From an optimization exercise on the open Yosys and OpenROAD flow, aimed at small area, a short achievable clock period and few clock cycles per item; shortcuts taken in it are not production practice. In this exercise RTL edits were held to simulation tests only and were not proved equivalent to the original. Power and IR drop assume default switching activity.

==> flow/design.v <==
module ex_mdu (
  input  logic        clk,
  input  logic        rst,
  input  logic        start,
  input  logic [2:0]  op,
  input  logic [31:0] src_a,
  input  logic [31:0] src_b,
  input  logic        flush,
  input  logic        ex_hold,
  output logic        busy,
  output logic        done,
  output logic [31:0] hi,
  output logic [31:0] lo
);
  localparam int SW = 41;    
  typedef enum logic [3:0] {
    S_IDLE, S_MUL, S_RES, S_EXT, S_PRE, S_DIV, S_FIXR, S_FIXQ, S_DONE
  } state_t;
  state_t      r_state;
  logic [5:0]  r_cnt;   
  logic [32:0] r_a;     
  logic [32:0] r_p;     
  logic [32:0] r_c;     
  logic [7:0]  r_sl;    
  logic [7:0]  r_cl;
  logic        r_cy;    
  logic [31:0] r_b;     
  logic [3:0]  r_one;   
  logic [3:0]  r_two;
  logic [3:0]  r_neg;
  logic        r_x5;    
  logic        r_an;    
  logic        r_nq;    
  logic        r_pz;    
  logic        r_res;   
  logic        r_sub;   
  logic [31:0] r_hi;
  logic [31:0] r_lo;
  logic w_sgn, w_go, w_last;
  assign w_sgn  = ~op[0];
  assign w_go   = (r_state == S_IDLE) & start;
  assign w_last = (r_cnt[4:0] == 5'd0);
  logic [SW-1:0] w_row [0:6];
  logic [SW-1:0] w_s, w_c;
  logic [7:0]    w_v;        
  logic [8:0]    w_vn;       
  assign w_v  = r_sl + r_cl;
  assign w_vn = {1'b0, w_s[7:0]} + {1'b0, w_c[7:0]};
  always_comb begin
    logic [33:0] xe, m;
    xe = {r_a[32], r_a};
    for (int i = 0; i < 7; i++) w_row[i] = '0;
    for (int i = 0; i < 4; i++) begin
      m = ({34{r_one[i]}} & xe) | ({34{r_two[i]}} & {xe[32:0], 1'b0});
      m = m ^ {34{r_neg[i]}};
      m[33] = ~m[33];
      w_row[i] = SW'(m) << (2*i);
    end
    w_row[3][0] = r_neg[0];
    w_row[3][2] = r_neg[1];
    w_row[3][4] = r_neg[2];
    w_row[4] = SW'(r_p);
    w_row[5] = SW'(r_c);
    w_row[6] = SW'(41'd85 << 32);
    w_row[6][6] = r_neg[3];
    w_row[6][0] = r_cy;
  end
  function automatic logic [2*SW-1:0] csa(input logic [SW-1:0] a, b, c);
    csa = {(((a & b) | (a & c) | (b & c)) << 1), a ^ b ^ c};
  endfunction
  always_comb begin
    logic [SW-1:0] s1, c1, s2, c2, s3, c3, s4, c4;
    {c1, s1} = csa(w_row[0], w_row[1], w_row[2]);
    {c2, s2} = csa(w_row[3], w_row[4], w_row[5]);
    {c3, s3} = csa(s1, c1, s2);
    {c4, s4} = csa(c2, w_row[6], s3);
    {w_c, w_s} = csa(s4, c4, c3);
  end
  logic [33:0] w_aa, w_ab, w_sum;
  logic [34:0] w_sum1;
  logic        w_ci;
  assign w_aa   = {r_p[32] & ~r_pz, r_p & {33{~r_pz}}};
  assign w_ab   = r_res ? {1'b0, r_c} : ({r_a[32], r_a} ^ {34{r_sub}});
  assign w_ci   = r_res ? r_cy : r_sub;
  assign w_sum1 = {w_aa, 1'b1} + {w_ab, w_ci};
  assign w_sum  = w_sum1[34:1];
  logic w_zero;
  assign w_zero = ((w_aa ^ w_ab) == {w_aa[32:0] | w_ab[32:0], w_ci});
  logic w_q;
  assign w_q = r_an ? (w_sum[33] | w_zero) : ~w_sum[33];
  logic [31:0] w_xa, w_xb;
  logic [5:0]  w_za, w_zb;
  logic        w_qz;
  function automatic logic [5:0] clz32(input logic [31:0] x);
    logic [15:0] v1; logic [15:0] p1;
    logic [7:0]  v2; logic [15:0] p2;
    logic [3:0]  v3; logic [11:0] p3;
    logic [1:0]  v4; logic [7:0]  p4;
    logic [4:0]  p5;
    for (int j = 0; j < 16; j++) begin
      v1[j] = x[2*j+1] | x[2*j];
      p1[j] = ~x[2*j+1];
    end
    for (int j = 0; j < 8; j++) begin
      v2[j] = v1[2*j+1] | v1[2*j];
      p2[2*j+:2] = v1[2*j+1] ? {1'b0, p1[2*j+1]} : {1'b1, p1[2*j]};
    end
    for (int j = 0; j < 4; j++) begin
      v3[j] = v2[2*j+1] | v2[2*j];
      p3[3*j+:3] = v2[2*j+1] ? {1'b0, p2[2*(2*j+1)+:2]} : {1'b1, p2[2*(2*j)+:2]};
    end
    for (int j = 0; j < 2; j++) begin
      v4[j] = v3[2*j+1] | v3[2*j];
      p4[4*j+:4] = v3[2*j+1] ? {1'b0, p3[3*(2*j+1)+:3]} : {1'b1, p3[3*(2*j)+:3]};
    end
    p5 = v4[1] ? {1'b0, p4[7:4]} : {1'b1, p4[3:0]};
    clz32 = (v4[1] | v4[0]) ? {1'b0, p5} : 6'd32;
  endfunction
  assign w_xa = (w_sgn & src_a[31]) ? {~src_a[30:0], 1'b1} : src_a;
  assign w_xb = (w_sgn & src_b[31]) ? ~src_b : src_b;
  assign w_za = clz32(w_xa);
  assign w_zb = clz32(w_xb);
  assign w_qz = (r_cnt < r_c[5:0]);    
  logic [5:0] w_dd;
  logic [4:0] w_d;
  assign w_dd = r_cnt - r_c[5:0];
  assign w_d  = w_dd[5] ? 5'd31 : w_dd[4:0];
  logic [32:0] w_p_n;
  logic [31:0] w_b_n;
  logic        w_hwe, w_lwe;    
  always_comb begin
    w_p_n = r_p;
    w_b_n = r_b;
    case (r_state)
      S_IDLE: begin
        w_p_n = op[1] ? {w_sgn & src_a[31], src_a} : 33'h1_0000_0000;
        w_b_n = op[1] ? 32'd0 : src_a;
      end
      S_MUL: begin
        w_p_n = w_s[40:8];
        w_b_n = {w_v[7:0], r_b[31:8]};
      end
      S_RES: begin
        w_p_n = w_sum[32:0];
        w_b_n = {w_v[7:0], r_b[31:8]};
      end
      S_EXT, S_DIV: begin
        w_p_n = w_sum[32:0];
        if (r_state == S_DIV) w_b_n = {r_b[30:0], w_q};
      end
      S_FIXR: if (r_one[0]) w_p_n = w_sum[32:0];    
      default: ;
    endcase
  end
  assign w_lwe = ~flush & (((r_state == S_RES) & ~r_x5) | (r_state == S_EXT) |
                           ((r_state == S_PRE) & w_qz) |
                           ((r_state == S_DIV) & w_last & ~r_nq) | (r_state == S_FIXQ));
  assign w_hwe = w_lwe | ((r_state == S_FIXR) & ~r_nq);
  logic [8:0] w_bb;
  logic [3:0] w_one, w_two, w_neg;
  assign w_bb = (r_state == S_IDLE) ? {src_a[7:0], 1'b0} : {r_b[15:8], r_b[7]};
  always_comb begin
    for (int i = 0; i < 4; i++) begin
      w_one[i] = w_bb[2*i+1] ^ w_bb[2*i];
      w_two[i] = (w_bb[2*i+2] & ~w_bb[2*i+1] & ~w_bb[2*i]) | (~w_bb[2*i+2] & w_bb[2*i+1] & w_bb[2*i]);
      w_neg[i] = w_bb[2*i+2];
    end
  end
  assign busy = ~flush & (((r_state != S_IDLE) & (r_state != S_DONE)) | (w_go & ~op[2]));
  assign done = (r_state == S_DONE);
  assign hi   = r_hi;
  assign lo   = r_lo;
  always_ff @(posedge clk) begin
    r_p  <= w_p_n;
    r_b  <= w_b_n;
    r_pz <= (r_state == S_FIXR);
    r_res <= (r_state == S_MUL) & w_last;
    if (r_state == S_IDLE || r_state == S_MUL) begin
      r_one <= w_one;
      r_two <= w_two;
      r_neg <= w_neg;
    end else begin
      r_one <= {3'b000, ~((r_state == S_DIV) & w_last & w_q)};
      r_two <= 4'b0000;
      r_neg <= 4'b0000;
    end
    case (r_state)
      S_PRE:   r_sub <= ~r_nq;
      S_DIV:   r_sub <= w_q ^ r_nq;
      S_FIXR:  r_sub <= 1'b1;
      default: r_sub <= 1'b0;
    endcase
    r_c  <= {27'd0, w_za & {6{op[1]}}};
    r_sl <= 8'd0;
    r_cl <= 8'd0;
    r_cy <= 1'b0;
    if (r_state == S_MUL) begin
      r_c  <= w_c[40:8];
      r_sl <= w_s[7:0];
      r_cl <= w_c[7:0];
      r_cy <= w_vn[8];
    end else if (r_state != S_IDLE) begin
      r_c  <= r_c;
    end
    if (w_go) begin
      r_a   <= {w_sgn & src_b[31], src_b};
      r_an  <= w_sgn & src_a[31];
      r_nq  <= w_sgn & (src_a[31] ^ src_b[31]);
      r_x5  <= op[0] & src_a[31];
      r_cnt <= op[1] ? w_zb : 6'd3;
    end else begin
      r_cnt <= r_cnt - 6'd1;
      case (r_state)
        S_PRE: begin
          r_a   <= r_a << w_d;
          r_cnt <= {1'b0, w_d};
        end
        S_DIV:  if (!w_last) r_a <= {r_a[32], r_a[32:1]};
        S_FIXR: r_a <= {1'b0, r_b};
        default: ;
      endcase
    end
    if (rst) begin
      r_state <= S_IDLE;
      r_hi    <= 32'd0;
      r_lo    <= 32'd0;
    end else begin
      if (w_hwe) r_hi <= w_p_n[31:0];
      if (w_lwe) r_lo <= (r_state == S_FIXQ) ? w_sum[31:0] : w_b_n;
      if (flush) begin
        r_state <= S_IDLE;
      end else begin
        case (r_state)
          S_IDLE: begin
            if (start) begin
              if (!op[2]) begin
                if (!op[1]) begin
                  r_state <= S_MUL;
                end else if (src_b == 32'd0) begin
                  r_hi    <= src_a;
                  r_lo    <= 32'hFFFF_FFFF;
                  r_state <= S_DONE;
                end else begin
                  r_state <= S_PRE;
                end
              end else if (op == 3'd4) begin
                r_hi <= src_a;
              end else if (op == 3'd5) begin
                r_lo <= src_a;
              end
            end
          end
          S_MUL:  if (w_last) r_state <= S_RES;
          S_RES:  r_state <= r_x5 ? S_EXT : S_DONE;
          S_EXT:  r_state <= S_DONE;
          S_PRE:  r_state <= w_qz ? S_DONE : S_DIV;
          S_DIV:  if (w_last) r_state <= (r_nq | ~w_q) ? S_FIXR : S_DONE;
          S_FIXR: r_state <= r_nq ? S_FIXQ : S_DONE;
          S_FIXQ: r_state <= S_DONE;
          S_DONE: if (!ex_hold) r_state <= S_IDLE;
          default: r_state <= S_IDLE;
        endcase
      end
    end
  end
endmodule
==> flow/config.mk <==
export PLATFORM = sky130hd
export DESIGN_NAME = ex_mdu
export DESIGN_NICKNAME = ex_mdu
export VERILOG_FILES = /design/flow/design.v
export SDC_FILE = /design/flow/constraint.sdc
export NUM_CORES = 4
export LEC_CHECK = 0
export CAP_MARGIN = 20
export CORE_MARGIN = 2
export CORE_UTILIZATION = 55
export SETUP_SLACK_MARGIN = 4.8
export SLEW_MARGIN = 20
==> flow/constraint.sdc <==
create_clock -name core_clock -period 9.0 [get_ports {clk}]
set_input_delay 1.8000 -clock core_clock [delete_from_list [all_inputs] [get_ports {clk}]]
set_output_delay 1.8000 -clock core_clock [all_outputs]
set_load 0.01 [all_outputs]
standard.sh (not shown) runs the stock make flow with config.mk's settings and CLKGATE_MAP_FILE= SYNTH_SCRIPT=/design/flow/synth_recipe.tcl, a recipe that flattens the netlist after the stock synthesis.
==> flow/flow/run.sh <==
#!/bin/bash
# The standard layout (the standard.sh, all steps), except that the port
# buffers which global placement puts on every input and output are buf_2 cells
# instead of the default choice. The make output goes to standard.log here.
set -euo pipefail
export BUFFER_PORTS_ARGS="-buffer_cell sky130_fd_sc_hd__buf_2"
bash standard.sh > standard.log 2>&1
Testbench counts at the start, summed over its fixed seeds: cycles 23,783, ops 3,200.
Change:
==> flow/run.sh (new file) <==
#!/bin/bash
# synth_recipe.tcl (not shown) runs the flow's synth.tcl, then flattens the netlist and writes it again
# the make line also repeats each setting of config.mk as NAME=value (left out here)
make -C /OpenROAD-flow-scripts/flow DESIGN_CONFIG=/design/flow/config.mk WORK_HOME=/design/flow/orfs CLKGATE_MAP_FILE= SYNTH_SCRIPT=/design/flow/synth_recipe.tcl finish
removed: flow/flow/run.sh
removed: flow/standard.sh
=> Total power rises by 1.4%; design area grows by 4.3%; combinational power rose by about 1%; die area does not change; setup slack loses 59 ps; utilization went up by 2.7 points; routed wire length went up by 1.8%; via count goes up by 1.2%; global-route usage rises by 0.95 points; fmax decreases by 1.4%; synthesized area does not change.

[static timing again, ports no longer ideal]
The flow's constraints put no driver on any port. The routed layouts listed below were extracted and timed again, unchanged, in two steps.
Step 1: set_driving_cell puts a clkbuf_16 on clk and a buf_2 on each other input, an assumption about the parent block.
Step 2, shift: input delay + t, output delay - t, t = (earliest + latest rising clock arrival at the registers) / 2. This alone moves slack from input paths to output paths.
a / b / c = no drivers / after step 1 / after step 2; a / b = the first two.
| run | shift t [ns] | setup slack, ns | hold slack, ns | worst register clock-pin slew, ns |
|---|---|---|---|---|
| the first run | 0.674 | 4.775 / 4.775 / 4.329 | 0.484 / 0.484 / 0.484 | 0.08 / 0.08 |
| the second run | 0.656 | 4.716 / 4.716 / 4.334 | 0.496 / 0.496 / 0.496 | 0.07 / 0.07 |
After both steps setup and hold are still met in every run listed. The setup slack of the first run, which loses most, moves by 0.000 ns with the drivers and by -0.446 ns with both steps.
